From an optimization exercise on the open Yosys and OpenROAD flow, aimed at small area and few clock cycles; shortcuts taken in it are not production practice. Function was checked by simulation only, so behaviour that the tests miss may differ from the original. No activity file was given, so power comes from the tool's default toggle rates.

**design.v**
```verilog
package mvuPkg;
	localparam int unsigned FOLD_WIDTH = 3;	 
	localparam int unsigned WTILE_WIDTH = 32;	 
	localparam int unsigned ATILE_WIDTH = 16;	 
	localparam int unsigned OUT_WIDTH = 8;
	localparam int unsigned LANE_WIDTH = 1;
	localparam int unsigned ACC_WIDTH = 13;	 
endpackage
module dotCS (
	input  logic [15:0]  w,
	input  logic [15:0]  a,
	output logic [9:0]  rowA,
	output logic [9:0]  rowB
);
	logic c66, c68, c70, c72, c74, c76, c78, c80, c82, c84, c86, c88, c90, c92, c94, c96;
	logic c98, c100, c102, c104, c106, c108, c110, c112, c114, c116, c118, c120, c122, c124, c126, c128;
	logic c130, c132, c134, c136, c138, c140, c142, c144, c146, c148, c150, c152, c154, c156, c158, c160;
	logic c162, c164, c166, c168, c170, c172, c174, c176, p1, p2, p3, p4, p5, p6, p7, p8;
	logic p9, p10, p11, p12, p13, p14, p15, p16, p17, p18, p19, p20, p21, p22, p23, p24;
	logic p25, p26, p27, p28, p29, p30, p31, p32, p33, p34, p35, p36, p37, p38, p39, p40;
	logic p41, p42, p43, p44, p45, p46, p47, p48, p49, p50, p51, p52, p53, p54, p55, p56;
	logic p57, p58, p59, p60, p61, p62, p63, p64, s65, s67, s69, s71, s73, s75, s77, s79;
	logic s81, s83, s85, s87, s89, s91, s93, s95, s97, s99, s101, s103, s105, s107, s109, s111;
	logic s113, s115, s117, s119, s121, s123, s125, s127, s129, s131, s133, s135, s137, s139, s141, s143;
	logic s145, s147, s149, s151, s153, s155, s157, s159, s161, s163, s165, s167, s169, s171, s173, s175;
	assign p1 = w[0] & a[0];
	assign p2 = w[4] & a[4];
	assign p3 = w[8] & a[8];
	assign p4 = w[12] & a[12];
	assign p5 = w[0] & a[1];
	assign p6 = w[1] & a[0];
	assign p7 = w[4] & a[5];
	assign p8 = w[5] & a[4];
	assign p9 = w[8] & a[9];
	assign p10 = w[9] & a[8];
	assign p11 = w[12] & a[13];
	assign p12 = w[13] & a[12];
	assign p13 = w[0] & a[2];
	assign p14 = w[1] & a[1];
	assign p15 = w[2] & a[0];
	assign p16 = w[4] & a[6];
	assign p17 = w[5] & a[5];
	assign p18 = w[6] & a[4];
	assign p19 = w[8] & a[10];
	assign p20 = w[9] & a[9];
	assign p21 = w[10] & a[8];
	assign p22 = w[12] & a[14];
	assign p23 = w[13] & a[13];
	assign p24 = w[14] & a[12];
	assign p25 = w[0] & a[3];
	assign p26 = w[1] & a[2];
	assign p27 = w[2] & a[1];
	assign p28 = ~(w[3] & a[0]);
	assign p29 = w[4] & a[7];
	assign p30 = w[5] & a[6];
	assign p31 = w[6] & a[5];
	assign p32 = ~(w[7] & a[4]);
	assign p33 = w[8] & a[11];
	assign p34 = w[9] & a[10];
	assign p35 = w[10] & a[9];
	assign p36 = ~(w[11] & a[8]);
	assign p37 = w[12] & a[15];
	assign p38 = w[13] & a[14];
	assign p39 = w[14] & a[13];
	assign p40 = ~(w[15] & a[12]);
	assign p41 = w[1] & a[3];
	assign p42 = w[2] & a[2];
	assign p43 = ~(w[3] & a[1]);
	assign p44 = w[5] & a[7];
	assign p45 = w[6] & a[6];
	assign p46 = ~(w[7] & a[5]);
	assign p47 = w[9] & a[11];
	assign p48 = w[10] & a[10];
	assign p49 = ~(w[11] & a[9]);
	assign p50 = w[13] & a[15];
	assign p51 = w[14] & a[14];
	assign p52 = ~(w[15] & a[13]);
	assign p53 = w[2] & a[3];
	assign p54 = ~(w[3] & a[2]);
	assign p55 = w[6] & a[7];
	assign p56 = ~(w[7] & a[6]);
	assign p57 = w[10] & a[11];
	assign p58 = ~(w[11] & a[10]);
	assign p59 = w[14] & a[15];
	assign p60 = ~(w[15] & a[14]);
	assign p61 = ~(w[3] & a[3]);
	assign p62 = ~(w[7] & a[7]);
	assign p63 = ~(w[11] & a[11]);
	assign p64 = ~(w[15] & a[15]);
	assign s65 = p25 ^ p26 ^ p27;
	assign c66 = (p25 & p26) | (p25 & p27) | (p26 & p27);
	assign s67 = p28 ^ p29;
	assign c68 = p28 & p29;
	assign s69 = p41 ^ p42;
	assign c70 = p41 & p42;
	assign s71 = p13 ^ p14 ^ p15;
	assign c72 = (p13 & p14) | (p13 & p15) | (p14 & p15);
	assign s73 = p16 ^ p17;
	assign c74 = p16 & p17;
	assign s75 = s65 ^ s67 ^ p30;
	assign c76 = (s65 & s67) | (s65 & p30) | (s67 & p30);
	assign s77 = p31 ^ p32 ^ p33;
	assign c78 = (p31 & p32) | (p31 & p33) | (p32 & p33);
	assign s79 = p34 ^ p35 ^ p36;
	assign c80 = (p34 & p35) | (p34 & p36) | (p35 & p36);
	assign s81 = c66 ^ c68 ^ s69;
	assign c82 = (c66 & c68) | (c66 & s69) | (c68 & s69);
	assign s83 = p43 ^ p44 ^ p45;
	assign c84 = (p43 & p44) | (p43 & p45) | (p44 & p45);
	assign s85 = p46 ^ p47 ^ p48;
	assign c86 = (p46 & p47) | (p46 & p48) | (p47 & p48);
	assign s87 = p49 ^ p50;
	assign c88 = p49 & p50;
	assign s89 = c70 ^ p53 ^ p54;
	assign c90 = (c70 & p53) | (c70 & p54) | (p53 & p54);
	assign s91 = p55 ^ p56 ^ p57;
	assign c92 = (p55 & p56) | (p55 & p57) | (p56 & p57);
	assign s93 = p58 ^ p59;
	assign c94 = p58 & p59;
	assign s95 = p5 ^ p6 ^ p7;
	assign c96 = (p5 & p6) | (p5 & p7) | (p6 & p7);
	assign s97 = s71 ^ s73 ^ p18;
	assign c98 = (s71 & s73) | (s71 & p18) | (s73 & p18);
	assign s99 = p19 ^ p20 ^ p21;
	assign c100 = (p19 & p20) | (p19 & p21) | (p20 & p21);
	assign s101 = c72 ^ c74 ^ s75;
	assign c102 = (c72 & c74) | (c72 & s75) | (c74 & s75);
	assign s103 = s77 ^ s79 ^ p37;
	assign c104 = (s77 & s79) | (s77 & p37) | (s79 & p37);
	assign s105 = p38 ^ p39;
	assign c106 = p38 & p39;
	assign s107 = c76 ^ c78 ^ c80;
	assign c108 = (c76 & c78) | (c76 & c80) | (c78 & c80);
	assign s109 = s81 ^ s83 ^ s85;
	assign c110 = (s81 & s83) | (s81 & s85) | (s83 & s85);
	assign s111 = s87 ^ p51 ^ p52;
	assign c112 = (s87 & p51) | (s87 & p52) | (p51 & p52);
	assign s113 = c82 ^ c84 ^ c86;
	assign c114 = (c82 & c84) | (c82 & c86) | (c84 & c86);
	assign s115 = c88 ^ s89 ^ s91;
	assign c116 = (c88 & s89) | (c88 & s91) | (s89 & s91);
	assign s117 = s93 ^ p60 ^ 1'b1;
	assign c118 = (s93 & p60) | (s93 & 1'b1) | (p60 & 1'b1);
	assign s119 = c90 ^ c92 ^ c94;
	assign c120 = (c90 & c92) | (c90 & c94) | (c92 & c94);
	assign s121 = p61 ^ p62 ^ p63;
	assign c122 = (p61 & p62) | (p61 & p63) | (p62 & p63);
	assign s123 = s95 ^ p8 ^ p9;
	assign c124 = (s95 & p8) | (s95 & p9) | (p8 & p9);
	assign s125 = c96 ^ s97 ^ s99;
	assign c126 = (c96 & s97) | (c96 & s99) | (s97 & s99);
	assign s127 = p22 ^ p23;
	assign c128 = p22 & p23;
	assign s129 = c98 ^ c100 ^ s101;
	assign c130 = (c98 & c100) | (c98 & s101) | (c100 & s101);
	assign s131 = s103 ^ s105 ^ p40;
	assign c132 = (s103 & s105) | (s103 & p40) | (s105 & p40);
	assign s133 = c102 ^ c104 ^ c106;
	assign c134 = (c102 & c104) | (c102 & c106) | (c104 & c106);
	assign s135 = s107 ^ s109 ^ s111;
	assign c136 = (s107 & s109) | (s107 & s111) | (s109 & s111);
	assign s137 = c108 ^ c110 ^ c112;
	assign c138 = (c108 & c110) | (c108 & c112) | (c110 & c112);
	assign s139 = s113 ^ s115 ^ s117;
	assign c140 = (s113 & s115) | (s113 & s117) | (s115 & s117);
	assign s141 = c114 ^ c116 ^ c118;
	assign c142 = (c114 & c116) | (c114 & c118) | (c116 & c118);
	assign s143 = s119 ^ s121 ^ p64;
	assign c144 = (s119 & s121) | (s119 & p64) | (s121 & p64);
	assign s145 = p1 ^ p2;
	assign c146 = p1 & p2;
	assign s147 = s123 ^ p10 ^ p11;
	assign c148 = (s123 & p10) | (s123 & p11) | (p10 & p11);
	assign s149 = c124 ^ s125 ^ s127;
	assign c150 = (c124 & s125) | (c124 & s127) | (s125 & s127);
	assign s151 = c126 ^ c128 ^ s129;
	assign c152 = (c126 & c128) | (c126 & s129) | (c128 & s129);
	assign s153 = c130 ^ c132 ^ s133;
	assign c154 = (c130 & c132) | (c130 & s133) | (c132 & s133);
	assign s155 = c134 ^ c136 ^ s137;
	assign c156 = (c134 & c136) | (c134 & s137) | (c136 & s137);
	assign s157 = c138 ^ c140 ^ s141;
	assign c158 = (c138 & c140) | (c138 & s141) | (c140 & s141);
	assign s159 = c142 ^ c144 ^ c120;
	assign c160 = (c142 & c144) | (c142 & c120) | (c144 & c120);
	assign s161 = s145 ^ p3;
	assign c162 = s145 & p3;
	assign s163 = c146 ^ s147 ^ p12;
	assign c164 = (c146 & s147) | (c146 & p12) | (s147 & p12);
	assign s165 = c148 ^ s149 ^ p24;
	assign c166 = (c148 & s149) | (c148 & p24) | (s149 & p24);
	assign s167 = c150 ^ s151 ^ s131;
	assign c168 = (c150 & s151) | (c150 & s131) | (s151 & s131);
	assign s169 = c152 ^ s153 ^ s135;
	assign c170 = (c152 & s153) | (c152 & s135) | (s153 & s135);
	assign s171 = c154 ^ s155 ^ s139;
	assign c172 = (c154 & s155) | (c154 & s139) | (s155 & s139);
	assign s173 = c156 ^ s157 ^ s143;
	assign c174 = (c156 & s157) | (c156 & s143) | (s157 & s143);
	assign s175 = c158 ^ s159 ^ c122;
	assign c176 = (c158 & s159) | (c158 & c122) | (s159 & c122);
	assign rowA = {1'b0, c176, c174, c172, c170, c168, c166, c164, c162, s161};
	assign rowB = {1'b0, c160, s175, s173, s171, s169, s167, s165, s163, p4};
endmodule
`timescale 1ns/1ns
import mvuPkg::*;
module mvuTop (
	input  logic                           clk,
	input  logic                           rst,
	input  logic                           wWr,
	input  logic [mvuPkg::FOLD_WIDTH-1:0]  wAddr,
	input  logic [mvuPkg::WTILE_WIDTH-1:0] wData,
	input  logic [mvuPkg::FOLD_WIDTH-1:0]  foldCount,
	input  logic                           aStrobe,
	input  logic [mvuPkg::ATILE_WIDTH-1:0] aData,
	input  logic                           aPad,
	output logic                           outVld,
	output logic [mvuPkg::OUT_WIDTH-1:0]   outData,
	output logic [mvuPkg::LANE_WIDTH-1:0]  outLane,
	output logic                           hold
);
	logic [WTILE_WIDTH-1:0] mem [8];
	always_ff @(posedge clk) begin
		if (wWr)
			mem[wAddr] <= wData;
	end
	logic [7:0] pos;
	logic       atEnd;
	logic       atStart;
	assign atEnd = pos[foldCount];
	assign atStart = pos[0];
	always_ff @(posedge clk) begin
		if (rst)
			pos <= 8'd1;
		else if (aStrobe)
			pos <= atEnd ? 8'd1 : {pos[6:0], 1'b0};
	end
	logic [WTILE_WIDTH-1:0] w;
	logic [ATILE_WIDTH-1:0] av;
	logic [9:0]             rowA [2];
	logic [9:0]             rowB [2];
	logic [9:0]             csA [2];
	logic [9:0]             csB [2];
	logic                   firstA;	 
	logic                   lastA;	 
	always_comb begin
		w = '0;
		for (int k = 0; k < 8; k++)
			w = w | (pos[k] ? mem[k] : '0);
	end
	assign av = (aStrobe && !aPad) ? aData : '0;
	for (genvar pe = 0; pe < 2; pe++) begin : g_pe
		dotCS dotCS_i (
			.w    (w[pe*16 +: 16]),
			.a    (av),
			.rowA (rowA[pe]),
			.rowB (rowB[pe])
		);
	end
	always_ff @(posedge clk) begin
		for (int pe = 0; pe < 2; pe++) begin
			csA[pe] <= rowA[pe];
			csB[pe] <= rowB[pe];
		end
	end
	always_ff @(posedge clk) begin
		if (rst) begin
			firstA <= 1'b0;
			lastA <= 1'b0;
		end else begin
			firstA <= aStrobe && atStart;
			lastA <= aStrobe && atEnd;
		end
	end
	logic signed [ACC_WIDTH-1:0] acc [2];
	logic signed [ACC_WIDTH-1:0] accNext [2];
	logic [ACC_WIDTH-1:0] accIn [2];
	logic [ACC_WIDTH-1:0] x [2];
	logic [ACC_WIDTH-1:0] y [2];
	logic [ACC_WIDTH-1:0] cy [2];
	always_comb begin
		for (int pe = 0; pe < 2; pe++) begin
			accIn[pe] = firstA ? '0 : acc[pe];
			y[pe][0] = 1'b0;
			for (int k = 0; k < 9; k++) begin
				x[pe][k] = accIn[pe][k] ^ csA[pe][k] ^ csB[pe][k];
				y[pe][k + 1] = (accIn[pe][k] & csA[pe][k]) | (accIn[pe][k] & csB[pe][k])
					| (csA[pe][k] & csB[pe][k]);
			end
			x[pe][ACC_WIDTH-1:9] = accIn[pe][ACC_WIDTH-1:9] - 1'b1;
			y[pe][ACC_WIDTH-1:10] = '0;
			cy[pe][0] = 1'b0;
			for (int k = 0; k < ACC_WIDTH; k++) begin
				accNext[pe][k] = x[pe][k] ^ y[pe][k] ^ cy[pe][k];
				if (k < ACC_WIDTH - 1)
					cy[pe][k + 1] = (x[pe][k] & y[pe][k]) | (x[pe][k] & cy[pe][k]) | (y[pe][k] & cy[pe][k]);
			end
		end
	end
	always_ff @(posedge clk) begin
		for (int pe = 0; pe < 2; pe++)
			acc[pe] <= accNext[pe];
	end
	function automatic logic [OUT_WIDTH-1:0] requant(input logic signed [ACC_WIDTH-1:0] v);
		if (v[ACC_WIDTH-1])
			requant = '0;
		else if (|v[ACC_WIDTH-2:OUT_WIDTH+2])
			requant = '1;
		else
			requant = v[OUT_WIDTH+1:2];
	endfunction
	logic fin;
	logic [OUT_WIDTH-1:0] q0;
	logic [OUT_WIDTH-1:0] q1;
	logic [1:0]           occ;
	logic [1:0]           base;
	logic                 push;
	logic                 finNext;
	logic [1:0]           occNext;
	assign base = occ - 2'(occ != '0);
	assign push = fin && (base == '0);
	assign finNext = (fin && !push) || lastA;
	assign occNext = push ? 2'd2 : base;
	always_ff @(posedge clk) begin
		q0 <= push ? requant(acc[0]) : q1;
		q1 <= requant(acc[1]);
	end
	always_ff @(posedge clk) begin
		if (rst) begin
			occ <= '0;
			fin <= 1'b0;
		end else begin
			occ <= occNext;
			fin <= finNext;
		end
	end
	assign outVld = (occ != '0);
	assign outData = q0;
	assign outLane = (occ == 2'd1);
	assign hold = finNext && (occNext == 2'd2);
endmodule
```
**flow/run.sh**
```bash
#!/bin/bash
# Standard layout with two changes: the port buffers are plain buffers, and
# after synthesis the full adders' polarities are rebalanced to drop
# inverters (fapol.py; a full adder with all pins complemented is the same
# function, so the netlist's behaviour and registers are unchanged).
set -euo pipefail
export BUFFER_PORTS_ARGS="-buffer_cell sky130_fd_sc_hd__buf_1"
RES=$PWD/orfs/results/sky130hd/mvuTop/base
bash standard.sh $RES/1_2_yosys.v > standard_synth.log 2>&1
cp $RES/1_2_yosys.v $RES/1_2_yosys.std.v
python3 flow/fapol.py $RES/1_2_yosys.std.v $RES/1_2_yosys.v > fapol.log 2>&1
bash standard.sh > standard.log 2>&1
```
**flow/fapol.py**
```python
#!/usr/bin/env python3
"""Rebalance inverters around full adders in a flat gate netlist.

A full adder is self-dual: FA(~a, ~b, ~c) = (~sum, ~cout). Each sky130 fa
cell may therefore be 'flipped' (inputs and outputs complemented) without
changing the function of the netlist. This script picks flips that lower
the number of inverters, removes the old inverters that fed or were fed by
full adders, and inserts one inverter per signal whose complement is still
needed.  usage: fapol.py in.v out.v
"""
import re, sys, collections, random

src = open(sys.argv[1]).read()
INV = 'sky130_fd_sc_hd__inv_1'
FA = re.compile(r'sky130_fd_sc_hd__fa_\d+$')
OUTPINS = {'X', 'Y', 'Q', 'Q_N', 'SUM', 'COUT', 'HI', 'LO'}

cell_re = re.compile(r'^(\s*)(sky130_fd_sc_hd__\w+)\s+(\S+)\s*\((.*?)\);\n', re.S | re.M)
pin_re = re.compile(r'\.(\w+)\(\s*((?:\\\S+\s)|[^)]*?)\s*\)')

cells = []
for m in cell_re.finditer(src):
    pins = [(p, n.strip()) for p, n in pin_re.findall(m.group(4))]
    cells.append(dict(typ=m.group(2), name=m.group(3), pins=pins, span=m.span()))

hdr = src[:src.index('\n', src.index('module '))]
portnames = set()
for m in re.finditer(r'^\s*(input|output|inout)\s+(?:wire\s+)?(?:\[[^\]]*\]\s*)?(\S+);', src, re.M):
    portnames.add(m.group(2))
def isport(net):
    base = net.split('[')[0].strip()
    return base in portnames or base.lstrip('\\') in portnames

driver = {}
for i, c in enumerate(cells):
    for p, n in c['pins']:
        if p in OUTPINS:
            driver[n] = (i, p)

# Removable inverters: inv_1 whose output is not a port
inv_of = {}  # output net -> input net
removable = set()
for i, c in enumerate(cells):
    if c['typ'] == INV:
        d = dict(c['pins'])
        if not isport(d['Y']):
            removable.add(i)
            inv_of[d['Y']] = d['A']

def root(net):
    """signal at the end of a chain of removable inverters, and parity"""
    par = 0
    while net in inv_of:
        net = inv_of[net]
        par ^= 1
    return net, par

fas = [i for i, c in enumerate(cells) if FA.match(c['typ'])]
fa_idx = {i: k for k, i in enumerate(fas)}
# Consumers: (cell, pin, signal, needed parity)
cons = collections.defaultdict(list)
for i, c in enumerate(cells):
    if i in removable:
        continue
    for p, n in c['pins']:
        if p in OUTPINS or n == '' or n.startswith("1'"):
            continue
        s, par = root(n)
        cons[s].append((i, p, par))
# Inverters removed entirely must not drive ports; a removable inverter whose
# output has no consumers at all just vanishes.

flip = [0] * len(fas)
def signal_pol(s):
    d = driver.get(s)
    if d and d[0] in fa_idx:
        return flip[fa_idx[d[0]]]
    return 0
def need(i, par):
    return par ^ (flip[fa_idx[i]] if i in fa_idx else 0)
def cost_signal(s):
    q = signal_pol(s)
    return int(any(need(i, par) != q for i, p, par in cons[s]))
# signals touched by each FA
touch = collections.defaultdict(set)
for s, lst in cons.items():
    for i, p, par in lst:
        if i in fa_idx:
            touch[fa_idx[i]].add(s)
for k, i in enumerate(fas):
    for p, n in cells[i]['pins']:
        if p in ('SUM', 'COUT') and n in cons:
            touch[k].add(n)
total = sum(cost_signal(s) for s in cons)
start = total
improved = True
rounds = 0
while improved and rounds < 100:
    improved = False
    rounds += 1
    for k in range(len(fas)):
        before = sum(cost_signal(s) for s in touch[k])
        flip[k] ^= 1
        after = sum(cost_signal(s) for s in touch[k])
        if after < before:
            total += after - before
            improved = True
        else:
            flip[k] ^= 1
print(f'fapol: {len(fas)} full adders, {sum(flip)} flipped, inverters {start} -> {total}', file=sys.stderr)

# Rewrite
newnet = {}
newcells = []
cnt = [0]
def comp_net(s):
    if s not in newnet:
        cnt[0] += 1
        nn = f'_fapol_n{cnt[0]}_'
        newnet[s] = nn
        newcells.append(f'  {INV} _fapol_i{cnt[0]}_ (\n    .A({s}),\n    .Y({nn})\n  );\n')
    return newnet[s]
pinmap = {}  # (cell, pin) -> new net
for s, lst in cons.items():
    q = signal_pol(s)
    for i, p, par in lst:
        pinmap[(i, p)] = s if need(i, par) == q else comp_net(s + ' ' if s.startswith('\\') and not s.endswith(' ') else s)
out = []
pos = 0
for i, c in enumerate(cells):
    a, b = c['span']
    out.append(src[pos:a])
    pos = b
    if i in removable:
        continue
    body = []
    for p, n in c['pins']:
        nn = pinmap.get((i, p), n)
        if nn.startswith('\\') and not nn.endswith(' '):
            nn = nn + ' '
        body.append(f'    .{p}({nn})')
    out.append(f'  {c["typ"]} {c["name"]} (\n' + ',\n'.join(body) + '\n  );\n')
rest = src[pos:]
k = rest.index('endmodule')
out.append(rest[:k] + ''.join(newcells) + rest[k:])
res = ''.join(out)
# declare new wires after the header
decl = ''.join(f'  wire {n};\n' for n in newnet.values())
j = res.index(';', res.index('module ')) + 1
res = res[:j] + '\n' + decl + res[j:]
open(sys.argv[2], 'w').write(res)
```
**standard.sh**
```bash
#!/bin/bash
# synth_recipe.tcl (not shown) runs the flow's synth.tcl, then flattens the netlist and writes it again
# the make line also repeats each setting of config.mk as NAME=value (left out here)
make -C /OpenROAD-flow-scripts/flow DESIGN_CONFIG=/design/flow/config.mk WORK_HOME=/design/flow/orfs CLKGATE_MAP_FILE= SYNTH_SCRIPT=/design/flow/synth_recipe.tcl "${@:-finish}"
```
**config.mk**
```make
export PLATFORM = sky130hd
export DESIGN_NAME = mvuTop
export DESIGN_NICKNAME = mvuTop
export VERILOG_FILES = /design/flow/design.v
export SDC_FILE = /design/flow/constraint.sdc
export NUM_CORES = 4
export LEC_CHECK = 0
export CAP_MARGIN = 20
export CORE_MARGIN = 2
export CORE_UTILIZATION = 70
export CTS_BUF_LIST = sky130_fd_sc_hd__clkbuf_8
export CTS_CLUSTER_DIAMETER = 40
export CTS_CLUSTER_SIZE = 22
export SLEW_MARGIN = 20
```
**constraint.sdc**
```tcl
create_clock -name core_clock -period 5.0 [get_ports {clk}]
set_input_delay 1.0000 -clock core_clock [delete_from_list [all_inputs] [get_ports {clk}]]
set_output_delay 1.0000 -clock core_clock [all_outputs]
set_load 0.01 [all_outputs]
```
==> results of run 1 <==
## flip-flops by register name (all words and copies together) (netlist names)
name,count
q0,8
firstA,1
fin,1
csB,18
csA,18
occ,2
q1,8
acc,26
pos,8
mem,256
lastA,1
## routing by layer
metal	track usage, %	up-vias	part of all wire (%)
met1	38.7	4379	38
met5	0	-	0.036
met2	49.8	379	49
met3	6.22	97	8.3
li1	-	3883	-
met4	12.5	2	4.1
## final cells by class
class                      count  share of cell area [%]
timing repair buffer         105                    3.50
multi-input combinational    578                    32.6
clock inverter                26                    1.33
sequential                   347                    56.3
tap                          280                    2.07
clock buffer                  40                    3.26
inverter                      42                   0.933
## placed cells by master, fill, tap and decap left out, types with 23 or more instances in the layout
| cell | instances |
|---|---|
| and4_1 | 23 |
| ha_1 | 28 |
| nor2_1 | 102 |
| inv_1 | 49 |
| buf_4 | 31 |
| buf_1 | 69 |
| clkbuf_8 | 40 |
| a22oi_1 | 128 |
| nor2b_1 | 29 |
| dfxtp_1 | 90 |
| nand2_1 | 40 |
| edfxtp_1 | 256 |
| fa_1 | 122 |
## critical path, delay by kind of cell (launching register included)
family	cells	cell delay (ns)
adders and majority gates	12	4.09
DFF	1	0.39
and+or+nand+nor	1	0.13
xor gates and xnor gates	1	0.12
## metrics by stage
stage               hold WS (ns)  total power, mW  setup WS [ns]  std cells
global route               0.493             7.50         0.0236       1418
global placement           0.446             5.13         0.0306       1352
floorplan                  0.401             4.74         0.0334       1014
detailed placement         0.460             5.25        -0.0290       1352
finish                     0.466             7.06          0.163       1418
CTS                        0.474             7.11         0.0388       1418
## power by group through the flow
stage,Sequential (mW),Clock (mW),Combinational [mW]
final,3.66,1.88,1.52
after global routing,3.70,2.01,1.80
after detailed placement,3.73,0,1.53
after floorplan,3.66,0,1.08
after global placement,3.71,0,1.42
after CTS,3.66,1.92,1.53
## what timing repair did
item / 4_1_cts / 5_1_grt
endpoints found under the setup margin: 3 / 4
gates resized for setup: 1 / 8
hold buffers: 0 / 0
## worst paths after layout
check / slack, ns / end / startpoint
hold / removal: 0.47 / q0[2]$_DFF_P_ / q1[2]$_SDFF_PP0_
setup reg to reg: 0.16 / acc[0][12]$_DFF_P_ / firstA$_SDFF_PP0_
hold reg to reg: 0.47 / q0[2]$_DFF_P_ / q1[2]$_SDFF_PP0_
setup / recovery: 0.16 / acc[0][12]$_DFF_P_ / firstA$_SDFF_PP0_
==> results.sh, run 1 <==
export IMPL_outcome="timing/DRC/antenna clean"
export IMPL_htreeDepth=2
export IMPL_min_path_type="flop to flop"
export IMPL_clock_skew_ns=0.0229
export IMPL_antennaDiodeCount=0
export IMPL_crit_slowest_cell="fa_1"
export IMPL_crit_fanout=7
export IMPL_vdd_drop_max_mv=0.307
export IMPL_cts_buffers=38
export IMPL_routed_wl_mm=33.0
export IMPL_dieHeight_um=152
export IMPL_critPathMostFrequentCell="fa_1"
export IMPL_mappedNetlistArea_um2=15300
export IMPL_path_cells="nor2b_2 > fa_1 > ha_1 > fa_1 > fa_1 > fa_1 > fa_2 > fa_1 > fa_1 > fa_2 > fa_1 > ha_1 > ha_1 > xnor2_1"
export IMPL_switching_power_mw=2.03
export IMPL_die_w_um=152
export IMPL_clkPwrFrac_pct=26.7
export IMPL_wl_per_cell_um=23.2
export IMPL_gr_total_overflow=0
export IMPL_stdcell_area_um2=16900
export IMPL_drcViolationCount=0
export IMPL_p_sw_share_pct=28.7
export IMPL_min_delay_path_depth=2
export IMPL_ys_warnings_count=19
export IMPL_grt_pass1_vias=9367
export IMPL_cts_tree="done"
export IMPL_cts_sinks=347
export IMPL_final_antenna_net_count=0
export IMPL_synthesis_instances=1014
export IMPL_cts_setup_buffers=0
export IMPL_powerDensity_nw_per_um2=418
export IMPL_areaGrowthSynthToFinish_pct=10.4
export IMPL_critPathRequiredTime_ns=5.44
export IMPL_fin_nets=1325
export IMPL_grt_pass1_wl_mm=51.4
export IMPL_final_util_pct=78.1
export IMPL_setup_viol=0
export IMPL_end_kind="flop"
export IMPL_worstSetupStartpointType="flop"
export IMPL_path_clk_slew_ns=0.07
export IMPL_drt_iter0_drc=902
export IMPL_multiInputGateArea_um2=5510
export IMPL_drive_above_1_share_pct=10.5
export IMPL_clock_latency_ns=0.57
export IMPL_clk_path_buf_depth=3
export IMPL_finalSetupTns_ns=0
export IMPL_pwr_share_comb_pct=21.5
export IMPL_n_fill_cell=1297
export IMPL_firstDrtPassIters=5
export IMPL_routabilityCongestion=0.862
export IMPL_slew_violations=0
export IMPL_via_count=8740
export IMPL_fmaxAchievable_ghz=0.207
export IMPL_fin_crit_ns=4.84
export IMPL_reg2reg_depth=14
export IMPL_root_buffer="clkbuf_8"
export IMPL_grt_max_degree=33
export IMPL_start_util_pct=70.8
export IMPL_crit_arrival_ns=5.28
export IMPL_num_rows=54
export IMPL_max_slew_margin_pct=35.1
export IMPL_synth_fp_nets=1227
export IMPL_syn_area_per_cell_um2=15.1
export IMPL_antenna_found_initial=1
export IMPL_cp_slowest_stage_delay_ns=0.43
export IMPL_fin_crit_sh_pct=96.7
export IMPL_p_leak_nw=6.07
export IMPL_dp_hpwl_mm=22.5
export IMPL_cap_viol_max_count=0
export IMPL_pwr_share_seq_pct=51.9
export IMPL_worst_slew_pin_slew_ns=0.972
export IMPL_rsz0062_at_grt="false"
export IMPL_grt_usage_pct=29.8
export IMPL_io_pins=70
export IMPL_power_internal_mw=5.04
export IMPL_core_um2=21600
export IMPL_placed_area_um2=16100
export IMPL_dieArea_um2=23100
export IMPL_routed_via_density=6.16
export IMPL_seqCellArea_um2=9510
export IMPL_finalHoldViolations=0
export IMPL_port_buffers=69
export IMPL_criticalPathCategory="flop to flop"
Testbench counts, summed over its fixed seeds: cycles 9,881.
==> run 2, diff against run 1 <==
--- a/config.mk
+++ b/config.mk
@@ -11,4 +11,4 @@
 export CTS_BUF_LIST = sky130_fd_sc_hd__clkbuf_8
-export CTS_CLUSTER_DIAMETER = 40
-export CTS_CLUSTER_SIZE = 22
+export CTS_CLUSTER_DIAMETER = 50
+export CTS_CLUSTER_SIZE = 20
 export SLEW_MARGIN = 20
==> run 2 against run 1 <==
Net effect: still clean on timing, DRC and antenna; critical path depth stayed put; register-to-register slack barely moved; sequential share of layout area up 0.51 points; synthesized cell count unchanged.
==> results.sh, run 2 <==
export IMPL_postCtsHoldBufs=0
export IMPL_gr_total_overflow=0
export IMPL_finalSetupTns_ns=0
export IMPL_clk_path_buf_depth=3
export IMPL_areaGrowthSynthToFinish_pct=9.41
export IMPL_synthesis_instances=1014
export IMPL_n_fill_cell=1295
export IMPL_final_common_cell="edfxtp_1"
export IMPL_powerDensity_nw_per_um2=407
export IMPL_stdcell_area_um2=16700
export IMPL_setup_viol=0
export IMPL_io_pins=70
export IMPL_clock_skew_ns=0.0220
export IMPL_fmaxAchievable_ghz=0.207
export IMPL_port_buffers=69
export IMPL_max_slew_margin_pct=36.4
export IMPL_dieHeight_um=152
export IMPL_critPathMostFrequentCell="fa_1"
export IMPL_fin_nets=1315
export IMPL_largest_reg_flops=256
export IMPL_slew_violations=0
export IMPL_dp_hpwl_mm=22.5
export IMPL_htreeDepth=1
export IMPL_worst_slew_pin_slew_ns=0.952
export IMPL_outcome="timing/DRC/antenna clean"
export IMPL_cap_viol_max_count=0
export IMPL_crit_slowest_cell="fa_1"
export IMPL_grt_pass1_vias=9243
export IMPL_top_register="mem"
export IMPL_setup_slack_ns=0.158
export IMPL_cp_slowest_stage_delay_ns=0.43
export IMPL_antenna_found_initial=1
export IMPL_die_w_um=152
export IMPL_firstDrtPassIters=6
export IMPL_routabilityCongestion=0.862
export IMPL_grt_pass1_wl_mm=51.2
export IMPL_grt_max_degree=33
export IMPL_dieArea_um2=23100
export IMPL_criticalPathCategory="flop to flop"
export IMPL_rsz0062_at_grt="false"
export IMPL_pre_cts_slack_ns=-0.0290
export IMPL_routed_wl_mm=32.8
export IMPL_core_um2=21600
export IMPL_fin_crit_sh_pct=96.8
export IMPL_wl_per_cell_um=23.4
export IMPL_placed_cells=1352
export IMPL_hold_worst_slack_ns=0.473
export IMPL_path_cells="nor2b_2 > fa_1 > ha_1 > fa_1 > fa_1 > fa_1 > fa_2 > fa_1 > fa_1 > fa_2 > fa_1 > ha_1 > ha_1 > xnor2_1"
export IMPL_critPathRequiredTime_ns=5.47
export IMPL_worstSetupStartpointType="flop"
export IMPL_path_clk_slew_ns=0.10
export IMPL_finalHoldViolations=0
export IMPL_cts_setup_buffers=0
export IMPL_fin_crit_ns=4.84
export IMPL_crit_arrival_ns=5.31
export IMPL_grt_usage_pct=29.5
export IMPL_antennaDiodeCount=0
export IMPL_ys_warnings_count=19
export IMPL_num_rows=54
export IMPL_syn_area_per_cell_um2=15.1
export IMPL_reg_top3="mem x256, acc x26"
export IMPL_mappedNetlistArea_um2=15300
export IMPL_p_leak_nw=5.98
export IMPL_synth_fp_nets=1227
export IMPL_final_antenna_net_count=0
export IMPL_final_util_pct=77.4
export IMPL_placed_area_um2=16100
export IMPL_fin_cells=1404
export IMPL_cts_buffers=28
export IMPL_cts_sinks=347
export IMPL_routed_via_density=6.17
export IMPL_min_path_type="flop to flop"
export IMPL_final_cell_mix="edfxtp_1 (256), a22oi_1 (128), fa_1 (123)"
export IMPL_end_kind="flop"
export IMPL_crit_fanout=7
export IMPL_cts_tree="done"
export IMPL_root_buffer="clkbuf_8"
export IMPL_drcViolationCount=0
export IMPL_start_util_pct=70.8
export IMPL_vdd_drop_max_mv=0.325
export IMPL_clock_latency_ns=0.59
export IMPL_drive_above_1_share_pct=9.79
export IMPL_drt_iter0_drc=818
export IMPL_finalPower_mw=6.82
export IMPL_via_count=8669
## run 2: where the power goes
part	total (mW)	leakage, nW	switching [mW]	internal [mW]
Combinational	1.50	2.57	0.833	0.670
Clock	1.65	0.325	0.991	0.660
Sequential	3.66	3.09	0.187	3.47
## run 2: cell type report
cell class                      instances  area, um^2  area share [%]
Clock buffer                           29         399            2.38
Multi-Input combinational cell        578        5500            32.9
Inverter                               42         158           0.942
Clock inverter                         23         226            1.35
Sequential cell                       347        9510            56.8
Tap cell                              280         350            2.09
Timing Repair Buffer                  105         592            3.54
## run 2: path summary, 6_finish.rpt
kind | endpoint | slack, ns | depth (start not counted) | start
worst max register to register | acc[0][12]$_DFF_P_ | 0.16 | 14 | firstA$_SDFF_PP0_
worst min-delay path | occ[0]$_SDFF_PP0_ | 0.47 | 1 | occ[0]$_SDFF_PP0_
worst min register to register | occ[0]$_SDFF_PP0_ | 0.47 | 1 | occ[0]$_SDFF_PP0_
worst max-delay path | acc[0][12]$_DFF_P_ | 0.16 | 14 | firstA$_SDFF_PP0_
## run 2: critical path, delay by kind of cell, from the launching register on
kind	cells	cell delay (ns)
flops	1	0.40
simple gates	1	0.13
xor+xnor	1	0.12
fa+ha+maj	12	4.09
## run 2: layer usage
layer / global-route usage, % / up-vias / share of wire (%)
met4: 10.9 / 2 / 3.4
met3: 6.47 / 69 / 8.5
li1: - / 3852 / -
met1: 38.5 / 4361 / 39
met2: 49.6 / 385 / 50
met5: 0 / - / 0.037
## run 2: what timing repair did
| item | in CTS | in global routing |
|---|---|---|
| cloned | 0 | 0 |
| endpoints found under the setup margin | 3 | 4 |
| resized for setup | 1 | 7 |
==> run 3, diff against run 2 <==
--- a/config.mk
+++ b/config.mk
@@ -9,3 +9,3 @@
 export CORE_MARGIN = 2
-export CORE_UTILIZATION = 70
+export CORE_UTILIZATION = 62
 export CTS_BUF_LIST = sky130_fd_sc_hd__clkbuf_8
==> run 3 against run 2 <==
Net effect: still clean; area after synthesis is the same; sequential power is essentially flat; cell area is essentially flat; first-iteration DRC count shrank 5.9%; clock skew grew 0.025 ns; power shrank 0.87%; setup slack lost 0.036 ns; hold slack lost 0.038 ns; cell count grew 2.8%.
==> results.sh, run 3 <==
export IMPL_finalPower_mw=6.76
export IMPL_start_util_pct=63.1
export IMPL_dp_hpwl_mm=22.9
export IMPL_clock_latency_ns=0.65
export IMPL_port_buffers=69
export IMPL_routabilityCongestion=0.882
export IMPL_vdd_drop_max_mv=0.344
export IMPL_reg2reg_from="firstA$_SDFF_PP0_"
export IMPL_cts_sinks=347
export IMPL_end_kind="flop"
export IMPL_synth_fp_nets=1227
export IMPL_drcViolationCount=0
export IMPL_final_antenna_net_count=0
export IMPL_cts_buffers=28
export IMPL_n_fill_cell=1736
export IMPL_num_rows=57
export IMPL_critPathRequiredTime_ns=5.50
export IMPL_final_util_pct=69.0
export IMPL_cap_viol_max_count=0
export IMPL_criticalPathCategory="flop to flop"
export IMPL_areaGrowthSynthToFinish_pct=9.34
export IMPL_placed_cells=1393
export IMPL_via_count=8680
export IMPL_ys_warnings_count=19
export IMPL_max_slew_margin_pct=31.4
export IMPL_die_w_um=161
export IMPL_crit_fanout=7
export IMPL_cts_tree="done"
export IMPL_finalHoldViolations=0
export IMPL_dieArea_um2=26000
export IMPL_cp_slowest_stage_delay_ns=0.45
export IMPL_min_path_type="flop to flop"
export IMPL_worstSetupStartpointType="flop"
export IMPL_grt_max_degree=36
export IMPL_fmaxAchievable_ghz=0.205
export IMPL_crit_arrival_ns=5.38
export IMPL_reg_top3="mem x256, acc x26"
export IMPL_postCtsHoldBufs=0
export IMPL_routed_via_density=6.01
export IMPL_hp_start="q1[7]$_SDFF_PP0_"
export IMPL_grt_pass1_vias=9045
export IMPL_globalRoute_busiestLayer="met2"
export IMPL_path_cells="nor2b_2 > fa_1 > ha_1 > fa_2 > fa_2 > fa_1 > fa_1 > fa_1 > fa_1 > fa_1 > fa_1 > ha_1 > ha_1 > xnor2_1"
export IMPL_worst_slew_pin_slew_ns=1.03
export IMPL_critPathMostFrequentCell="fa_1"
export IMPL_fin_cells=1444
export IMPL_top_register="mem"
export IMPL_dieHeight_um=161
export IMPL_use_met2_pct=45.9
export IMPL_fin_crit_ns=4.88
export IMPL_grt_pass1_wl_mm=52.7
export IMPL_synthesis_instances=1014
export IMPL_slew_violations=0
export IMPL_grt_usage_pct=27.5
export IMPL_finalSetupTns_ns=0
export IMPL_io_pins=70
export IMPL_p_leak_nw=5.92
export IMPL_clock_skew_ns=0.0475
export IMPL_powerDensity_nw_per_um2=404
export IMPL_hold_path_endpoint="q0[7]$_DFF_P_"
export IMPL_gr_usage_met3_pct=4.80
export IMPL_root_buffer="clkbuf_8"
export IMPL_gr_total_overflow=0
export IMPL_stdcell_area_um2=16700
export IMPL_crit_slowest_cell="fa_1"
export IMPL_fin_nets=1312
export IMPL_met1_usage_pct=38.0
export IMPL_drt_iter0_drc=770
export IMPL_core_um2=24200
export IMPL_min_delay_path_depth=2
export IMPL_rr_endpoint="acc[0][12]$_DFF_P_"
export IMPL_largest_reg_flops=256
export IMPL_antenna_found_initial=0
export IMPL_wl_per_cell_um=23.7
export IMPL_path_clk_slew_ns=0.09
export IMPL_firstDrtPassIters=6
export IMPL_htreeDepth=1
export IMPL_syn_area_per_cell_um2=15.1
export IMPL_mappedNetlistArea_um2=15300
export IMPL_final_common_cell="edfxtp_1"
export IMPL_setup_viol=0
export IMPL_antennaDiodeCount=0
export IMPL_reg2reg_depth=14
export IMPL_cts_setup_buffers=0
export IMPL_drive_above_1_share_pct=9.38
export IMPL_placed_area_um2=16100
export IMPL_outcome="timing/DRC/antenna clean"
export IMPL_clk_path_buf_depth=3
export IMPL_r2r_slack_ns=0.12
export IMPL_fin_crit_sh_pct=97.6
export IMPL_routed_wl_mm=34.2
export IMPL_final_cell_mix="edfxtp_1 (256), a22oi_1 (128), fa_1 (123)"
-- run 3: changes by cell type in the layout (fill, tap and decap cells not counted), moves of 2 or more --
| cell | change |
|---|---|
| clkinvlp_4 | +3 |
| clkinv_4 | -2 |
| buf_4 | -2 |
| inv_8 | -2 |
| clkinv_1 | +3 |
-- run 3: layout make-up --
type | count | area, um^2 | area share [%]
multi-input cells | 578 | 5500 | 32.9
flip-flops and latches | 347 | 9510 | 56.9
clock buffers | 28 | 385 | 2.30
repair buffers | 102 | 557 | 3.33
well taps | 324 | 405 | 2.42
clock inverters | 23 | 211 | 1.26
inverters | 42 | 158 | 0.942
-- run 3: how the worst max path moves through the flow --
stage                      startpoint            endpoint  slack [ns]  cells past startpoint
detailed placement  firstA$_SDFF_PP0_  acc[0][12]$_DFF_P_       -0.09                     14
finish              firstA$_SDFF_PP0_  acc[0][12]$_DFF_P_        0.12                     14
CTS                 firstA$_SDFF_PP0_  acc[0][12]$_DFF_P_        0.02                     14
global route        firstA$_SDFF_PP0_  acc[0][12]$_DFF_P_       -0.03                     14
floorplan           firstA$_SDFF_PP0_  acc[1][12]$_DFF_P_        0.03                     15
global placement    firstA$_SDFF_PP0_  acc[0][12]$_DFF_P_       0.005                     14
-- run 3: power breakdown --
part | switching [mW] | total, mW | internal [mW]
Sequential | 0.176 | 3.65 | 3.47
Combinational | 0.825 | 1.48 | 0.651
Clock | 0.998 | 1.63 | 0.631
-- run 3: critical path, delay by kind of cell, from the launching register on --
family,cells,cell delay (ns)
simple gates,1,0.12
fa+ha+maj,12,4.13
xor+xnor,1,0.12
flops,1,0.39
-- run 3: stage by stage --
| step | setup WS (ns) | hold WS, ns |
|---|---|---|
| 6_report | 0.122 | 0.435 |
| 5_1_grt | -0.0287 | 0.496 |
| 4_1_cts | 0.0234 | 0.440 |
| 3_5_place_dp | -0.0939 | 0.416 |
| 3_3_place_gp | 0.00522 | 0.408 |
| 2_1_floorplan | 0.0334 | 0.401 |
-- run 3: layer usage --
layer,vias up,share of wire [%]
met1,4464,41
met3,57,6.9
met4,0,2.9
met2,313,50
li1,3846,-
met5,-,0
-- run 3: what timing repair did --
item,4_1_cts,5_1_grt
pin swaps,0,1
resized for setup,2,6
endpoints found under the setup margin,4,4
hold endpoints to repair,0,0
==> run 4, diff against run 3 <==
--- a/config.mk
+++ b/config.mk
@@ -10,3 +10,3 @@
 export CORE_UTILIZATION = 62
-export CTS_BUF_LIST = sky130_fd_sc_hd__clkbuf_8
+export CTS_BUF_LIST = sky130_fd_sc_hd__clkbuf_4 sky130_fd_sc_hd__clkbuf_8
 export CTS_CLUSTER_DIAMETER = 50
==> run 4 against run 3 <==
Net effect: non-clock buffer count did not move; cell area about the same; sequential share of layout area barely moved; critical endpoint unchanged; largest cell class unchanged; highest routed layer unchanged.
==> results.sh, run 4 <==
export IMPL_final_cell_mix="edfxtp_1 (256), a22oi_1 (128), fa_1 (123)"
export IMPL_clock_latency_ns=0.64
export IMPL_grt_pass1_wl_mm=52.7
export IMPL_fin_crit_ns=4.88
export IMPL_firstDrtPassIters=5
export IMPL_critPathRequiredTime_ns=5.50
export IMPL_clock_skew_ns=0.0453
export IMPL_slew_violations=0
export IMPL_synth_fp_nets=1227
export IMPL_path_clk_slew_ns=0.09
export IMPL_min_path_type="flop to flop"
export IMPL_routabilityCongestion=0.882
export IMPL_via_count=8672
export IMPL_worst_slew_pin_slew_ns=1.03
export IMPL_cts_tree="done"
export IMPL_dieArea_um2=26000
export IMPL_port_buffers=69
export IMPL_finalHoldViolations=0
export IMPL_outcome="timing/DRC/antenna clean"
export IMPL_cts_sinks=347
export IMPL_drcViolationCount=0
export IMPL_syn_area_per_cell_um2=15.1
export IMPL_wl_met1_mm=14.0
export IMPL_drt_iter0_drc=765
export IMPL_fmaxAchievable_ghz=0.205
export IMPL_synthesis_instances=1014
export IMPL_drive_above_1_share_pct=9.46
export IMPL_ys_warnings_count=19
export IMPL_criticalPathCategory="flop to flop"
export IMPL_routed_wl_mm=34.1
export IMPL_crit_fanout=7
export IMPL_wl_met2_mm=16.9
export IMPL_fin_nets=1312
export IMPL_gr_total_overflow=0
export IMPL_crit_arrival_ns=5.38
export IMPL_dr_wl_met3_mm=2.24
export IMPL_reg_top3="mem x256, acc x26"
export IMPL_antennaDiodeCount=0
export IMPL_top_register="mem"
export IMPL_finalSetupTns_ns=0
export IMPL_root_buffer="clkbuf_8"
export IMPL_start_util_pct=63.1
export IMPL_cap_viol_max_count=0
export IMPL_r2r_slack_ns=0.12
export IMPL_htreeDepth=1
export IMPL_cts_buffers=28
export IMPL_antenna_found_initial=0
export IMPL_cts_setup_buffers=0
export IMPL_grt_usage_pct=27.5
export IMPL_p_leak_nw=5.92
export IMPL_dr_max_layer_used="met4"
export IMPL_grt_pass1_vias=9045
export IMPL_max_slew_margin_pct=31.3
export IMPL_final_antenna_net_count=0
export IMPL_core_um2=24200
export IMPL_io_pins=70
export IMPL_die_w_um=161
export IMPL_areaGrowthSynthToFinish_pct=9.36
export IMPL_postCtsHoldBufs=0
export IMPL_dp_hpwl_mm=22.9
export IMPL_end_kind="flop"
export IMPL_num_rows=57
export IMPL_worstSetupStartpointType="flop"
export IMPL_routed_via_density=6.01
export IMPL_clk_path_buf_depth=3
export IMPL_wl_per_cell_um=23.6
export IMPL_mappedNetlistArea_um2=15300
export IMPL_vdd_drop_max_mv=0.344
export IMPL_largest_reg_flops=256
export IMPL_powerDensity_nw_per_um2=404
export IMPL_final_common_cell="edfxtp_1"
export IMPL_final_util_pct=69.0
export IMPL_fin_crit_sh_pct=97.6
export IMPL_dieHeight_um=161
export IMPL_grt_max_degree=36
export IMPL_setup_viol=0
export IMPL_n_fill_cell=1734
## run 4: metal layers
metal	vias up	track usage, %
met5	-	0
met4	0	7.71
met3	57	4.80
met2	314	45.9
met1	4456	38.0
li1	3845	-
## run 4: path summary, 6_finish.rpt
path / from / endpoint / cells past startpoint
worst max-delay path: firstA$_SDFF_PP0_ / acc[0][12]$_DFF_P_ / 14
worst min-delay path: q1[7]$_SDFF_PP0_ / q0[7]$_DFF_P_ / 2
worst max register to register: firstA$_SDFF_PP0_ / acc[0][12]$_DFF_P_ / 14
worst min register to register: q1[7]$_SDFF_PP0_ / q0[7]$_DFF_P_ / 2
## run 4: through the flow
stage / hold WS, ns / power [mW] / cell area (um^2) / setup slack [ns] / instances
2_1_floorplan: 0.401 / 4.74 / 15300 / 0.0334 / 1014
3_3_place_gp: 0.408 / 5.17 / 16100 / 0.00522 / 1393
3_5_place_dp: 0.416 / 5.23 / 16100 / -0.0939 / 1393
4_1_cts: 0.440 / 6.82 / 16700 / 0.0234 / 1444
5_1_grt: 0.496 / 7.22 / 16700 / -0.0287 / 1444
6_report: 0.435 / 6.76 / 16700 / 0.122 / 1444
## run 4: repair_timing
action | in CTS | in global routing
pin swaps | 0 | 1
setup endpoints to repair | 4 | 4
resized for setup | 2 | 6
endpoints found under the hold margin | 0 | 0
## run 4: cell type report
cell class | instances | area (um^2) | share of cell area, %
inverters | 42 | 158 | 0.942
flip-flops and latches | 347 | 9510 | 56.8
well taps | 324 | 405 | 2.42
multi-input cells | 578 | 5500 | 32.9
clock inverters | 22 | 208 | 1.24
clock buffers | 29 | 393 | 2.35
repair buffers | 102 | 557 | 3.33
## run 4: critical path: stages, from the launching register on
cell	delay, ns
dfxtp_4	0.39
nor2b_2	0.12
fa_1	0.45
ha_1	0.25
fa_2	0.41
fa_2	0.35
fa_1	0.38
fa_1	0.38
fa_1	0.38
fa_1	0.39
fa_1	0.39
fa_1	0.37
ha_1	0.19
ha_1	0.19
xnor2_1	0.12
## run 4: power breakdown
| group | internal (mW) | total [mW] | switching, mW |
|---|---|---|---|
| Clock | 0.639 | 1.64 | 0.997 |
| Combinational | 0.651 | 1.48 | 0.826 |
| Sequential | 3.47 | 3.65 | 0.176 |
| Total | 4.76 | 6.76 | 2.00 |
==> run 5, diff against run 4 <==
==> flow/run.sh (replaced) <==
#!/bin/bash
# Standard layout with three changes: the port buffers are plain buffers,
# and after the standard synthesis two netlist rewrites that keep every
# register (same instances, names and cells) and the function:
#  - fapol.py rebalances the full adders' polarities to drop inverters
#    (a full adder with all pins complemented is the same function);
#  - the combinational gates other than the full and half adders are
#    remapped by ABC with an area-recovery script (area.abc).
set -euo pipefail
export BUFFER_PORTS_ARGS="-buffer_cell sky130_fd_sc_hd__buf_1"
RES=$PWD/orfs/results/sky130hd/mvuTop/base
LIB=$FLOW_HOME/platforms/sky130hd/lib/sky130_fd_sc_hd__tt_025C_1v80.lib
bash standard.sh $RES/1_2_yosys.v > standard_synth.log 2>&1
cp $RES/1_2_yosys.v $RES/1_2_yosys.std.v
python3 flow/fapol.py $RES/1_2_yosys.std.v $RES/1_2_yosys.pol.v > fapol.log 2>&1
DU=""
for c in $(sed -n '/^export DONT_USE_CELLS/,/^#/p' $FLOW_HOME/platforms/sky130hd/config.mk | tr ' \\' '\n\n' | grep sky130); do
	DU="$DU -dont_use $c"
done
cat > resyn.ys <<EOS
read_liberty -ignore_miss_func $LIB
read_verilog $RES/1_2_yosys.pol.v
hierarchy -top mvuTop
setattr -mod -set keep_hierarchy 1 sky130_fd_sc_hd__fa_1 sky130_fd_sc_hd__ha_1 sky130_fd_sc_hd__edfxtp_1 sky130_fd_sc_hd__dfxtp_1
flatten
opt_clean
abc -liberty $LIB $DU -script $PWD/flow/area.abc -D 5000
splitnets
opt_clean -purge
hilomap -singleton -hicell sky130_fd_sc_hd__conb_1 HI -locell sky130_fd_sc_hd__conb_1 LO
insbuf -buf sky130_fd_sc_hd__buf_4 A X
delete sky130_fd_sc_hd__fa_1 sky130_fd_sc_hd__ha_1 sky130_fd_sc_hd__edfxtp_1 sky130_fd_sc_hd__dfxtp_1
read_liberty -lib $LIB
hierarchy -top mvuTop
stat -liberty $LIB
check -assert
write_verilog -noattr -nohex -nodec -selected $RES/1_2_yosys.v
EOS
yosys -s resyn.ys > resyn.log 2>&1
bash standard.sh > standard.log 2>&1
==> flow/area.abc (new file) <==
&get -n
&st
&dch
&nf -R 1000
&put
--- a/config.mk
+++ b/config.mk
@@ -10,3 +10,3 @@
 export CORE_UTILIZATION = 62
-export CTS_BUF_LIST = sky130_fd_sc_hd__clkbuf_4 sky130_fd_sc_hd__clkbuf_8
+export CTS_BUF_LIST = sky130_fd_sc_hd__clkbuf_8
 export CTS_CLUSTER_DIAMETER = 50
==> run 5 against run 4 <==
Net effect: still clean; hold slack better by 0.022 ns; clock power is 4% higher; cell count is 1.1% lower; setup slack better by 0.046 ns; fmax is 0.94% higher; critical path depth stayed put; first-iteration DRC count is 23% higher; critical path type unchanged; largest cell class unchanged.
==> results.sh, run 5 <==
export IMPL_rr_endpoint="acc[1][12]$_DFF_P_"
export IMPL_final_common_cell="edfxtp_1"
export IMPL_root_buffer="clkbuf_8"
export IMPL_finalHoldViolations=0
export IMPL_clock_latency_ns=0.64
export IMPL_placed_area_um2=16000
export IMPL_crit_arrival_ns=5.32
export IMPL_via_count=8557
export IMPL_crit_family="adder cells"
export IMPL_htreeDepth=1
export IMPL_reg2reg_depth=14
export IMPL_multiInputGateArea_um2=5370
export IMPL_die_w_um=159
export IMPL_port_buffers=69
export IMPL_startpoint="firstA$_SDFF_PP0_"
export IMPL_synth_fp_nets=1154
export IMPL_syn_area_per_cell_um2=15.9
export IMPL_routabilityCongestion=0.944
export IMPL_r2r_slack_ns=0.17
export IMPL_seqCellArea_um2=9510
export IMPL_fin_nets=1297
export IMPL_powerDensity_nw_per_um2=408
export IMPL_slew_violations=0
export IMPL_fmaxAchievable_ghz=0.207
export IMPL_reg2reg_from="firstA$_SDFF_PP0_"
export IMPL_routed_wl_mm=32.8
export IMPL_worst_slew_pin_slew_ns=0.744
export IMPL_crit_end="acc[1][12]$_DFF_P_"
export IMPL_routed_via_density=5.99
export IMPL_grt_pass1_vias=9076
export IMPL_path_clk_slew_ns=0.08
export IMPL_firstDrtPassIters=7
export IMPL_finalSetupTns_ns=0
export IMPL_criticalPathCategory="flop to flop"
export IMPL_dieHeight_um=159
export IMPL_cap_viol_max_count=0
export IMPL_largest_reg_flops=256
export IMPL_p_leak_nw=5.94
export IMPL_clk_path_buf_depth=3
export IMPL_setup_viol=0
export IMPL_critPathMostFrequentCell="fa_1"
export IMPL_gr_total_overflow=0
export IMPL_wl_per_cell_um=23.0
export IMPL_fin_crit_ns=4.83
export IMPL_crit_fanout=11
export IMPL_cp_buffers_inverters=1
export IMPL_synthesis_instances=941
export IMPL_num_rows=56
export IMPL_antenna_found_initial=2
export IMPL_path_depth=14
export IMPL_top_register="mem"
export IMPL_drive_above_1_share_pct=10.1
export IMPL_finalPower_mw=6.83
export IMPL_worstSetupStartpointType="flop"
export IMPL_areaGrowthSynthToFinish_pct=12.2
export IMPL_path_cells="buf_6 > nor2b_2 > fa_1 > fa_2 > fa_1 > fa_1 > fa_1 > fa_1 > fa_1 > fa_1 > fa_1 > ha_1 > ha_1 > xnor2_1"
export IMPL_critPathRequiredTime_ns=5.49
export IMPL_n_fill_cell=1628
export IMPL_min_path_type="flop to flop"
export IMPL_cts_buffers=30
export IMPL_drcViolationCount=0
export IMPL_placed_cells=1371
export IMPL_fin_cells=1428
export IMPL_cts_setup_buffers=0
export IMPL_dieArea_um2=25300
export IMPL_crit_slowest_cell="fa_1"
export IMPL_fin_crit_sh_pct=96.6
export IMPL_vdd_drop_max_mv=0.316
export IMPL_io_pins=70
export IMPL_cts_sinks=347
export IMPL_dp_hpwl_mm=22.5
export IMPL_stdcell_area_um2=16700
export IMPL_core_um2=23500
export IMPL_cts_tree="done"
export IMPL_start_util_pct=63.4
export IMPL_max_slew_margin_pct=50.3
export IMPL_clock_skew_ns=0.0543
export IMPL_drt_iter0_drc=943
export IMPL_reg_top3="mem x256, acc x26"
export IMPL_cp_slowest_stage_delay_ns=0.51
export IMPL_grt_usage_pct=26.8
export IMPL_final_antenna_net_count=0
export IMPL_final_cell_mix="edfxtp_1 (256), fa_1 (121), nor2_1 (112)"
export IMPL_ys_warnings_count=19
export IMPL_grt_max_degree=36
export IMPL_end_kind="flop"
export IMPL_outcome="timing/DRC/antenna clean"
export IMPL_grt_pass1_wl_mm=51.4
export IMPL_mappedNetlistArea_um2=14900
==> run 5: metrics by stage <==
step | hold WS, ns | worst slack, ns | utilization, %
2_1_floorplan | 0.401 | 0.0266 | -
3_3_place_gp | 0.440 | 0.116 | 68.1
3_5_place_dp | 0.445 | 0.0477 | 68.1
4_1_cts | 0.459 | 0.0321 | 70.9
5_1_grt | 0.482 | -0.00861 | 71.1
6_report | 0.457 | 0.168 | 71.1
==> run 5: where the power goes <==
group          leakage (nW)  switching, mW  internal, mW  total, mW
clock network         0.347          0.995         0.715       1.71
logic                  2.51          0.834         0.670       1.50
registers              3.09          0.145          3.48       3.62
==> run 5: worst min-delay path by stage <==
| stage | from | endpoint | slack [ns] | depth (start not counted) |
|---|---|---|---|---|
| floorplan | q1[0]$_SDFF_PP0_ | q0[0]$_DFF_P_ | 0.40 | 2 |
| global placement | occ[0]$_SDFF_PP0_ | occ[0]$_SDFF_PP0_ | 0.44 | 1 |
| detailed placement | acc[1][5]$_DFF_P_ | q1[3]$_SDFF_PP0_ | 0.45 | 2 |
| CTS | occ[0]$_SDFF_PP0_ | occ[0]$_SDFF_PP0_ | 0.46 | 1 |
| global route | q1[0]$_SDFF_PP0_ | q0[0]$_DFF_P_ | 0.48 | 2 |
| finish | lastA$_SDFF_PP0_ | fin$_SDFF_PP0_ | 0.46 | 2 |
==> run 5: metal layers <==
metal	track usage [%]	vias up	routed length, um
met5	0	-	11
met4	7.69	2	925
met3	4.38	65	2550
met2	45.1	346	16000
met1	37.1	4329	13300
li1	-	3815	-
==> run 5: repair_timing <==
item | in CTS | in global routing
resized for setup | 0 | 10
endpoints found under the setup margin | 0 | 4
hold buffers | 0 | 0
==> run 5: area by class of cell <==
class,instances,share of cell area (%)
Antenna cell,1,0.0150
Clock buffer,33,2.71
Clock inverter,23,1.32
Inverter,32,0.718
Multi-Input combinational cell,562,32.1
Sequential cell,347,56.9
Tap cell,319,2.39
Timing Repair Buffer,111,3.90
==> run 5: tightest hold or removal path, delay by kind of cell, from the launching register on <==
kind            cells  cell delay, ns
compound gates      1            0.04
flops               1            0.31
simple gates        1            0.07
==> run 6, diff against run 5 <==
==> flow/run.sh (replaced) <==
#!/bin/bash
# Standard layout with three changes: the port buffers are plain buffers,
# and after synthesis two netlist rewrites that keep every register and the
# function: the full adders' polarities are rebalanced to drop inverters
# (fapol.py: a full adder with all pins complemented is the same function),
# and the 8-input weight-select AND-OR trees are repacked into fewer cells
# (muxpack.py).
set -euo pipefail
export BUFFER_PORTS_ARGS="-buffer_cell sky130_fd_sc_hd__buf_1"
RES=$PWD/orfs/results/sky130hd/mvuTop/base
bash standard.sh $RES/1_2_yosys.v > standard_synth.log 2>&1
cp $RES/1_2_yosys.v $RES/1_2_yosys.std.v
python3 flow/fapol.py $RES/1_2_yosys.std.v $RES/1_2_yosys.pol.v > fapol.log 2>&1
python3 flow/muxpack.py $RES/1_2_yosys.pol.v $RES/1_2_yosys.v > muxpack.log 2>&1
bash standard.sh > standard.log 2>&1
==> flow/muxpack.py (new file) <==
#!/usr/bin/env python3
"""Repack 8-input AND-OR select trees in a flat gate netlist.

Synthesis builds each weight-select bit as four a22oi cells (two AND pairs
each) combined by an and4 or nand4. The same function fits in two a222oi
and one a22oi (three, three and two pairs) combined by an and3 or nand3,
which is smaller. Only groups whose four a22oi outputs feed nothing but
the group's and4/nand4 cells are repacked.  usage: muxpack.py in.v out.v
"""
import re, sys, collections

src = open(sys.argv[1]).read()
cell_re = re.compile(r'^(\s*)(sky130_fd_sc_hd__\w+)\s+(\S+)\s*\((.*?)\);\n', re.S | re.M)
pin_re = re.compile(r'\.(\w+)\(\s*((?:\\\S+\s)|[^)]*?)\s*\)')
OUTPINS = {'X', 'Y', 'Q', 'Q_N', 'SUM', 'COUT'}
cells = []
for m in cell_re.finditer(src):
    pins = [(p, n.strip()) for p, n in pin_re.findall(m.group(4))]
    cells.append(dict(typ=m.group(2), name=m.group(3), pins=pins, span=m.span()))
byname = {c['name']: i for i, c in enumerate(cells)}
driver = {}
loads = collections.defaultdict(list)
for i, c in enumerate(cells):
    for p, n in c['pins']:
        if p in OUTPINS:
            driver[n] = i
        else:
            loads[n].append(i)
def base(t):
    return re.sub(r'^sky130_fd_sc_hd__', '', t)

groups = {}  # frozenset of a22oi cells -> list of combining cells
for i, c in enumerate(cells):
    if base(c['typ']) not in ('and4_1', 'nand4_1'):
        continue
    ins = [n for p, n in c['pins'] if p in ('A', 'B', 'C', 'D')]
    drv = [driver.get(n) for n in ins]
    if any(d is None or base(cells[d]['typ']) != 'a22oi_1' for d in drv) or len(set(drv)) != 4:
        continue
    groups.setdefault(frozenset(drv), []).append(i)
remove = set()
replace = {}  # cell index -> replacement text
added = []
k = 0
for g, comb in groups.items():
    # every a22oi output must feed only this group's combining cells
    ok = all(set(loads[dict(cells[a]['pins'])['Y']]) <= set(comb) for a in g)
    if not ok:
        continue
    pairs = []
    for a in sorted(g):
        d = dict(cells[a]['pins'])
        pairs += [(d['A1'], d['A2']), (d['B1'], d['B2'])]
    k += 1
    z = [f'_mp{k}_z{j}_' for j in range(3)]
    def esc(n):
        return n + ' ' if n.startswith('\\') and not n.endswith(' ') else n
    t = ''
    t += f'  sky130_fd_sc_hd__a222oi_1 _mp{k}_a_ (\n    .A1({esc(pairs[0][0])}),\n    .A2({esc(pairs[0][1])}),\n    .B1({esc(pairs[1][0])}),\n    .B2({esc(pairs[1][1])}),\n    .C1({esc(pairs[2][0])}),\n    .C2({esc(pairs[2][1])}),\n    .Y({z[0]})\n  );\n'
    t += f'  sky130_fd_sc_hd__a222oi_1 _mp{k}_b_ (\n    .A1({esc(pairs[3][0])}),\n    .A2({esc(pairs[3][1])}),\n    .B1({esc(pairs[4][0])}),\n    .B2({esc(pairs[4][1])}),\n    .C1({esc(pairs[5][0])}),\n    .C2({esc(pairs[5][1])}),\n    .Y({z[1]})\n  );\n'
    t += f'  sky130_fd_sc_hd__a22oi_1 _mp{k}_c_ (\n    .A1({esc(pairs[6][0])}),\n    .A2({esc(pairs[6][1])}),\n    .B1({esc(pairs[7][0])}),\n    .B2({esc(pairs[7][1])}),\n    .Y({z[2]})\n  );\n'
    for ci in comb:
        c = cells[ci]
        out = esc(dict(c['pins'])['X' if base(c['typ']) == 'and4_1' else 'Y'])
        if base(c['typ']) == 'and4_1':
            t += f'  sky130_fd_sc_hd__and3_1 {c["name"]} (\n    .A({z[0]}),\n    .B({z[1]}),\n    .C({z[2]}),\n    .X({out})\n  );\n'
        else:
            t += f'  sky130_fd_sc_hd__nand3_1 {c["name"]} (\n    .A({z[0]}),\n    .B({z[1]}),\n    .C({z[2]}),\n    .Y({out})\n  );\n'
        remove.add(ci)
    remove |= set(g)
    added.append((z, t))
out = []
pos = 0
for i, c in enumerate(cells):
    a, b = c['span']
    out.append(src[pos:a])
    pos = b
    if i in remove:
        continue
    out.append(src[a:b])
rest = src[pos:]
j = rest.index('endmodule')
out.append(rest[:j] + ''.join(t for z, t in added) + rest[j:])
res = ''.join(out)
decl = ''.join(f'  wire {w};\n' for z, t in added for w in z)
j = res.index(';', res.index('module ')) + 1
res = res[:j] + '\n' + decl + res[j:]
open(sys.argv[2], 'w').write(res)
print(f'muxpack: {k} groups repacked', file=sys.stderr)
--- a/config.mk
+++ b/config.mk
@@ -9,3 +9,3 @@
 export CORE_MARGIN = 2
-export CORE_UTILIZATION = 62
+export CORE_UTILIZATION = 70
 export CTS_BUF_LIST = sky130_fd_sc_hd__clkbuf_8
removed: flow/area.abc
==> run 6 against run 5 <==
Net effect: still clean; via count is 3.9% higher; setup slack worse by 0.064 ns; clock-buffer cell count is 4 lower; global-route usage is 4.8 points higher; critical path depth stayed put; hold slack better by 0.020 ns; cell area stayed put; first-iteration DRC count is 30% higher.
==> results.sh, run 6 <==
export IMPL_outcome="timing/DRC/antenna clean"
export IMPL_mappedNetlistArea_um2=15100
export IMPL_hold_path_endpoint="occ[0]$_SDFF_PP0_"
export IMPL_p_sw_share_pct=28.7
export IMPL_root_buffer="clkbuf_8"
export IMPL_wl_per_cell_um=25.2
export IMPL_fin_crit_ns=4.90
export IMPL_finalSetupTns_ns=0
export IMPL_cp_buffers_inverters=0
export IMPL_core_um2=21200
export IMPL_power_internal_mw=5.00
export IMPL_clk_path_buf_depth=3
export IMPL_reg2reg_from="acc[1][1]$_DFF_P_"
export IMPL_gr_total_overflow=0
export IMPL_r2r_slack_ns=0.10
export IMPL_dieHeight_um=151
export IMPL_setup_viol=0
export IMPL_routed_wl_mm=34.6
export IMPL_areaGrowthSynthToFinish_pct=10.4
export IMPL_antennaDiodeCount=0
export IMPL_p_leak_nw=6.10
export IMPL_drt_iter0_drc=1224
export IMPL_synth_fp_nets=1195
export IMPL_crit_fanout=1
export IMPL_routed_via_density=6.47
export IMPL_rsz0062_at_grt="false"
export IMPL_crit_arrival_ns=5.38
export IMPL_critPathRequiredTime_ns=5.49
export IMPL_switching_power_mw=2.02
export IMPL_routabilityCongestion=0.921
export IMPL_cap_viol_max_count=0
export IMPL_fin_crit_sh_pct=97.9
export IMPL_cts_buffers=28
export IMPL_finalHoldViolations=0
export IMPL_fmaxAchievable_ghz=0.204
export IMPL_ys_warnings_count=19
export IMPL_clock_latency_ns=0.64
export IMPL_postCtsHoldBufs=0
export IMPL_n_fill_cell=1182
export IMPL_pwr_share_comb_pct=21.8
export IMPL_antenna_found_initial=0
export IMPL_num_rows=53
export IMPL_firstDrtPassIters=9
export IMPL_fin_nets=1292
export IMPL_dieArea_um2=22800
export IMPL_slew_violations=0
export IMPL_grt_pass1_vias=9275
export IMPL_vdd_drop_max_mv=0.368
export IMPL_worst_slew_pin_slew_ns=0.738
-- run 6: worst reg2reg max path: cells and delay by family (launching register included) --
| kind | cells | cell delay, ns |
|---|---|---|
| AND/OR/NAND/NOR | 1 | 0.15 |
| XOR/XNOR | 1 | 0.12 |
| adder cells (fa/ha/maj) | 12 | 4.23 |
| flip-flops | 1 | 0.31 |
-- run 6: worst max-delay path by stage --
stage	from	end	slack, ns	depth (start not counted)
global placement	aStrobe	csB[0][3]$_DFF_P_	0.06	10
CTS	acc[1][1]$_DFF_P_	acc[1][12]$_DFF_P_	0.03	14
finish	acc[1][1]$_DFF_P_	acc[1][12]$_DFF_P_	0.10	14
floorplan	firstA$_SDFF_PP0_	acc[1][12]$_DFF_P_	0.03	15
global route	acc[1][1]$_DFF_P_	acc[1][12]$_DFF_P_	0.009	14
detailed placement	firstA$_SDFF_PP0_	acc[1][12]$_DFF_P_	-0.09	14
-- run 6: final cells by class --
| cell class | instances | area, um^2 | share of cell area, % |
|---|---|---|---|
| Inverter | 42 | 158 | 0.942 |
| Tap cell | 275 | 344 | 2.06 |
| Clock buffer | 29 | 399 | 2.39 |
| Clock inverter | 21 | 297 | 1.77 |
| Multi-Input combinational cell | 546 | 5350 | 32.0 |
| Timing Repair Buffer | 114 | 672 | 4.02 |
| Sequential cell | 347 | 9510 | 56.9 |
-- run 6: stage by stage --
step | power [mW] | std cells | setup WS, ns
3_3_place_gp | 5.11 | 1321 | 0.0645
2_1_floorplan | 4.74 | 982 | 0.0334
5_1_grt | 7.41 | 1374 | 0.00922
3_5_place_dp | 5.26 | 1324 | -0.0919
6_report | 7.02 | 1374 | 0.104
4_1_cts | 7.05 | 1374 | 0.0318
-- run 6: metal layers --
| metal | share of wire (%) | GRT usage [%] | vias up |
|---|---|---|---|
| li1 | - | - | 3796 |
| met1 | 36 | 41.6 | 4472 |
| met2 | 51 | 54.8 | 543 |
| met3 | 10 | 5.57 | 79 |
| met4 | 2.7 | 9.63 | 0 |
| met5 | 0 | 0 | - |
-- run 6: repair_timing --
item | in CTS | in global routing
resized for setup | 4 | 4
endpoints found under the setup margin | 2 | 4
gates cloned | 0 | 0
-- run 6: power by group through the flow --
stage	Combinational, mW	Sequential [mW]	Clock, mW
after floorplan	1.08	3.66	0
after global placement	1.39	3.72	0
after detailed placement	1.52	3.74	0
after CTS	1.54	3.67	1.84
after global routing	1.77	3.71	1.93
final	1.53	3.68	1.81

Re-timed with assumed drivers on the ports (clkbuf_16 on the clock, buf_2 on other inputs), run 6 has 0.104 ns of setup slack against 0.104 ns with ideal ports, and -0.072 ns once port delays also move by the mid clock arrival of 0.657 ns.
